This is an optimization exercise on Yosys and OpenROAD, whose aim is small area, a short achievable clock period and few clock cycles, not a production implementation. Function was checked by simulation only, so behaviour that the tests miss may differ from the original.

==> inputs of build 42 <==
// wasm_module_stream_parser
module wasm_module_stream_parser #(
  parameter int LENGTH_BITS = wmsp_pkg::LENGTH_BITS_DEF
) (
  input  logic        clk,
  input  logic        rst_n,
  input  logic        in_valid,
  output logic        in_ready,
  input  logic [7:0]  in_data,
  output logic        out_valid,
  input  logic        out_ready,
  output logic [3:0]  out_event,
  output logic [7:0]  out_section_id,
  output logic [31:0] out_entry_index,
  output logic [7:0]  out_kind,
  output logic [63:0] out_value,
  output logic        out_last,
  input  logic        cfg_valid,
  output logic        cfg_ready,
  input  logic [31:0] cfg_module_length
);
make LEC_CHECK=0 CAP_MARGIN=20 CORE_MARGIN=2 CORE_UTILIZATION=40 SLEW_MARGIN=20 finish   # period 13.5 ns
run.sh (not shown) runs the stock make flow with config.mk's settings and CLKGATE_MAP_FILE= SYNTH_SCRIPT=/design/flow/synth_recipe.tcl, a recipe that flattens the netlist after the stock synthesis.
==> build 92 (differences from build 42) <==
--- a/flow/design.v
+++ b/flow/design.v
@@ -52,19 +52,19 @@
   input  logic [31:0] cfg_module_length
 );
   typedef enum logic [4:0] {
     S_DONE   = 5'd0,  S_HDR    = 5'd1,  S_SECID  = 5'd2,  S_SECSIZE = 5'd3,
     S_SKIP   = 5'd4,  S_COUNT  = 5'd5,  S_TFORM  = 5'd6,  S_TNPAR   = 5'd7,
     S_TPAR   = 5'd8,  S_TNRES  = 5'd9,  S_TRES   = 5'd10, S_FIDX    = 5'd11,
     S_ELEN   = 5'd12, S_ENAME  = 5'd13, S_EKIND  = 5'd14, S_EIDX    = 5'd15,
     S_CSIZE  = 5'd16, S_LCOUNT = 5'd17, S_LN     = 5'd18, S_LTYPE   = 5'd19,
-    S_CBYTE  = 5'd20
+    S_CBYTE  = 5'd20, S_SKIPT  = 5'd21
   } st_t;
-  localparam logic [2:0] X_T = 3'd0, X_F = 3'd1, X_X = 3'd2, X_B = 3'd3, X_NONE = 3'd4;
+  localparam logic [2:0] X_NONE = 3'd0, X_T = 3'd1, X_F = 3'd2, X_X = 3'd3, X_B = 3'd4;
   localparam logic [1:0] V_HOLD = 2'd0, V_LEB = 2'd1, V_HDR = 2'd2, V_ZERO = 2'd3;
   logic        ib_v, ib1_v;
   logic [7:0]  ib_d, ib1_d;
   logic        cfg_pend_r, pend_end_r;
   logic        ov_r, olast_r, osec_r;
   logic [3:0]  oev_r;
   logic [2:0]  osel_r;
   logic [7:0]  okind_r;
@@ -136,27 +136,26 @@
   logic        e0_sec;
   logic [1:0]  vmode;
   logic        vtrunc, vbyte;
   logic [7:0]  kind_n;
   logic        inc_t, inc_f, inc_b, set_x_inc;
   logic        level_s, level_b;
   logic        nx_ent;    
   st_t         nx_start;
-  logic        push_b;
   always_comb begin
     st_n = st_r;  k_n = k_r;
     rem_n = rem_r - 32'd1;  alim_n = (rem_r == 32'd2);
     ent_n = ent_r;  items_n = items_r;
     e0_v = 1'b0;  e1_v = 1'b0;  e0_ev = wmsp_pkg::EV_CODEBYTE;  e0_sel = X_NONE;
     e0_sec = 1'b1;
     vmode = V_HOLD;  vtrunc = 1'b0;  vbyte = 1'b0;
     kind_n = 8'd0;
     inc_t = 1'b0;  inc_f = 1'b0;  inc_b = 1'b0;  set_x_inc = 1'b0;
-    nx_ent = 1'b0;  nx_start = S_TFORM;  push_b = 1'b0;
+    nx_ent = 1'b0;  nx_start = S_TFORM;
     level_s = 1'b0;  level_b = 1'b0;
     if (leb_ph) begin
       vmode = V_LEB;
       k_n = leb_done ? 10'd1 : {k_r[8:0], 1'b0};
     end
     unique case (st_r)
       S_HDR: begin
         vmode = V_HDR;
@@ -187,25 +186,28 @@
       S_SECSIZE: if (leb_done) begin
         e0_v = 1'b1;
         e0_ev = wmsp_pkg::EV_SEC_START;
         if (vz) begin
           st_n = S_SECID;
           if (at_lim) begin
             e1_v = 1'b1; st_n = S_DONE;
           end
-        end else if (fits) begin
-          rem_n = v[31:0];  alim_n = (v[31:0] == 32'd1);
-          st_n = (sk_t || sk_f || sk_e || sk_c) ? S_COUNT : S_SKIP;
         end else begin
-          e0_ev = wmsp_pkg::EV_TRUNC;
-          st_n = S_DONE;
+          rem_n = v[31:0];  alim_n = (v[31:0] == 32'd1);
+          if (fits) begin
+            st_n = (sk_t || sk_f || sk_e || sk_c) ? S_COUNT : S_SKIP;
+          end else begin
+            e0_ev = wmsp_pkg::EV_TRUNC;
+            st_n = S_DONE;
+          end
         end
       end
       S_SKIP: level_s = 1'b1;
+      S_SKIPT: items_n = items_r - 32'd1;
       S_COUNT: begin
         level_s = 1'b1;
         if (leb_done) begin
           if (vz) begin
             st_n = S_SKIP;
           end else begin
             ent_n = sat32(v);
             st_n = sk_t ? S_TFORM : sk_f ? S_FIDX : sk_e ? S_ELEN : S_CSIZE;
@@ -299,23 +301,25 @@
       S_CSIZE: begin
         level_s = 1'b1;
         if (leb_done) begin
           e0_v = 1'b1;
           e0_ev = wmsp_pkg::EV_BODY; e0_sel = X_B;
           inc_b = 1'b1;
           if (vz) begin
             nx_ent = 1'b1; nx_start = S_CSIZE;
-          end else if (fits) begin
-            push_b = 1'b1;
-            rem_n = v[31:0];  alim_n = (v[31:0] == 32'd1);
-            st_n = S_LCOUNT;
           end else begin
-            e0_ev = wmsp_pkg::EV_TRUNC; e0_sel = X_NONE;
-            st_n = S_SKIP;
+            rem_n = v[31:0];  alim_n = (v[31:0] == 32'd1);
+            items_n = rem_r - 32'd1;
+            if (fits) begin
+              st_n = S_LCOUNT;
+            end else begin
+              e0_ev = wmsp_pkg::EV_TRUNC; e0_sel = X_NONE;
+              st_n = S_SKIPT;
+            end
           end
         end
       end
       S_LCOUNT: begin
         level_b = 1'b1;
         if (leb_done) begin
           items_n = sat32(v);
           st_n = vz ? S_CBYTE : S_LN;
@@ -345,17 +349,17 @@
     if (nx_ent) begin
       if (ent_last) begin
         st_n = S_SKIP;
       end else begin
         ent_n = ent_r - 32'd1;
         st_n = nx_start;
       end
     end
-    if ((level_s && at_lim && !push_b) || (level_b && at_lim && srest_z)) begin
+    if ((level_s && at_lim) || (level_b && at_lim && srest_z) || (st_r == S_SKIPT && items_last)) begin
       rem_n = mrest_r;  alim_n = (mrest_r == 32'd1);
       st_n = S_SECID;
       k_n = 10'd1;
       if (mrest_z) begin
         e1_v = 1'b1;
         st_n = S_DONE;
       end
     end
@@ -419,17 +423,17 @@
         if (vbyte) oval_d[7] = b[7];
         oval_d[63:32] = v[63:32] & {32{!vtrunc}};
       end
     endcase
     oval_d = oval_d & {64{vmode != V_ZERO}};
     if (pend_end_r) oval_d = {32'd0, mlen_r};
   end
   always_ff @(posedge clk) begin
-    if (out_free && (pend_end_r || (wk && vmode != V_HOLD))) oval_r <= oval_d;
+    if (out_free && (pend_end_r || (wk && st_r != S_LTYPE))) oval_r <= oval_d;
   end
   always_ff @(posedge clk) begin
     if (work && leb_ph) begin
       acc_nz_r <= (acc_nz_r && !k_r[0]) || b_nz;
       acc_hi_r <= v_hi;
     end
   end
   always_ff @(posedge clk) begin
@@ -453,39 +457,35 @@
     if (work && st_r == S_SECSIZE) mrest_r <= sum[31:0];
     if (work && st_r == S_CSIZE) srest_r <= sum[31:0];
     if (work) begin
       ent_r   <= ent_n;
       items_r <= items_n;
     end
     if (work && st_r == S_SECID) sec_r <= b;
   end
-  logic [1:0]  csel;
-  logic [31:0] cnt, inc_out;
-  always_comb begin
-    if (ov_r) csel = osel_r[1:0];
-    else if (st_r == S_TFORM) csel = X_T[1:0];
-    else if (st_r == S_FIDX) csel = X_F[1:0];
-    else csel = X_B[1:0];
-    unique case (csel)
-      2'd0:    cnt = tl_r;
-      2'd1:    cnt = fl_r;
-      2'd2:    cnt = x_r;
-      default: cnt = bl_r;
-    endcase
-  end
-  assign inc_out = cnt + 32'd1;
+  logic [31:0] inc_in, inc_out;
+  assign inc_in  = x_inc_r ? x_r : (st_r == S_TFORM) ? tl_r : (st_r == S_FIDX) ? fl_r : bl_r;
+  assign inc_out = inc_in + 32'd1;
   always_ff @(posedge clk) begin
     if (out_free && (cfg_pend_r || wk && inc_t)) tl_r <= cfg_pend_r ? '1 : inc_out;
     if (out_free && (cfg_pend_r || wk && inc_f)) fl_r <= cfg_pend_r ? '1 : inc_out;
     if (out_free && (cfg_pend_r || wk && inc_b && !bl_xtra_r)) bl_r <= cfg_pend_r ? '1 : inc_out;
     if (out_free && (cfg_pend_r || wk && inc_b)) bl_xtra_r <= !cfg_pend_r && !vz && !fits;
     if (out_free && (cfg_pend_r || x_inc_r))     x_r  <= cfg_pend_r ? '0 : inc_out;
     if (out_free) x_inc_r <= !cfg_pend_r && !x_inc_r && wk && set_x_inc;
   end
   assign out_valid       = ov_r;
   assign out_event       = oev_r;
   assign out_section_id  = osec_r ? sec_r : 8'd0;
   assign out_kind        = okind_r;
   assign out_value       = oval_r;
   assign out_last        = olast_r;
-  assign out_entry_index = cnt & {32{!osel_r[2]}};
+  always_comb begin
+    unique case (osel_r)
+      X_T:     out_entry_index = tl_r;
+      X_F:     out_entry_index = fl_r;
+      X_X:     out_entry_index = x_r;
+      X_B:     out_entry_index = bl_r;
+      default: out_entry_index = 32'd0;
+    endcase
+  end
 endmodule
==> flow/flow/run.sh (new file) <==
#!/bin/bash
# Layout flow: the standard flow (standard synthesis, floorplan, power
# grid, placement, CTS, routing), with two changes to how cells are chosen:
#  - every input and output port still gets its own buffer, but a plain
#    sky130_fd_sc_hd__buf_1 instead of the default delay buffer;
#  - clock tree synthesis uses clkbuf_8 buffers and inserts no dummy loads.
# The constraints (constraint.sdc, clock period) are the standard flow's, unchanged.
# All of the make output goes to flow.log in this folder; each ORFS step
# also writes its own log under orfs/logs/.
set -euo pipefail
cd "$(dirname "$0")/.."
export BUFFER_PORTS_ARGS="-buffer_cell sky130_fd_sc_hd__buf_1"
export CTS_ARGS="-sink_clustering_enable -repair_clock_nets -dont_use_dummy_load -buf_list sky130_fd_sc_hd__clkbuf_8"
if ! bash standard.sh finish > flow.log 2>&1; then
  tail -n 40 flow.log
  exit 1
fi
==> flow/standard.sh (new file) <==
#!/bin/bash
# synth_recipe.tcl (not shown) runs the flow's synth.tcl, then flattens the netlist and writes it again
# the make line also repeats each setting of config.mk as NAME=value (left out here)
make -C /OpenROAD-flow-scripts/flow DESIGN_CONFIG=/design/flow/config.mk WORK_HOME=/design/flow/orfs CLKGATE_MAP_FILE= SYNTH_SCRIPT=/design/flow/synth_recipe.tcl "${@:-finish}"
Settings changed: CORE_UTILIZATION 40 to 55.
removed: flow/run.sh
==> results.ini <==
[placed_design]
gp_congestion = 0.936
dp_hpwl_um = 60700
placed_area_um2 = 28600

[setup_path]
critPathSlowestCell = buf_4

[sta]
worst_hold_slack_ns = 0.541

[status]
status = timing/DRC/antenna clean

[power_and_ir_drop]
p_seq_mw = 1.65

[drt]
wl_per_cell_um = 25.2
wl_met3_um = 7840

[finish]
final_cell_mix = edfxtp_1 (440), nand2_1 (270), nor2_1 (228)
num-nets-final = 2676

[synthesis]
synth_top_family_by_area = simple AND/OR/NAND/NOR gates
syn_area_per_cell_um2 = 10.5

That was build 42.
==> results.ini <==
[synthesis]
synth_top_family_by_area = compound AO/OA/AOI/OAI gates

[finish]
final_cell_mix = edfxtp_1 (440), nand2_1 (241), nor2_1 (230)
num-nets-final = 2984

[sta]
worst_hold_slack_ns = 0.453
finalSetupViolCount = 0

[power_and_ir_drop]
p_seq_mw = 1.71

[status]
status = timing/DRC/antenna clean

[placed_design]
dp.cells = 3486
dp_hpwl_um = 68700

[drt]
wl_met3_um = 10600
antenna_left = 0

That was build 92.
Testbench counts of build 42, summed over its fixed seeds: cycles 31,454.
Testbench counts of build 92, summed over its fixed seeds: cycles 31,454.

-- what the ideal ports hide --
How much do the figures lean on ideal ports? The routed layouts below were timed once more, with nothing changed but the port constraints.
Step 1 assumes that a clkbuf_16 drives the clock port and a buf_2 every other input.
Step 2 times the ports against the registers' clock, not the clock port: input delays grow and output delays shrink by t, the midpoint of the rising clock arrivals with the driver on.
Three values: ideal, step 1, step 2; two values: the first two.
run | shift t [ns] | setup WS [ns] | worst hold slack (ns)
build 42 | 0.650 | 6.936 / 6.877 / 7.527 | 0.541 / 0.541 / 0.541
build 92 | 0.706 | 8.066 / 8.104 / 7.398 | 0.453 / 0.453 / 0.453
After both steps setup and hold are still met in every run listed. The setup slack of build 92, which loses most, moves by +0.038 ns with the drivers and by -0.668 ns with both steps.
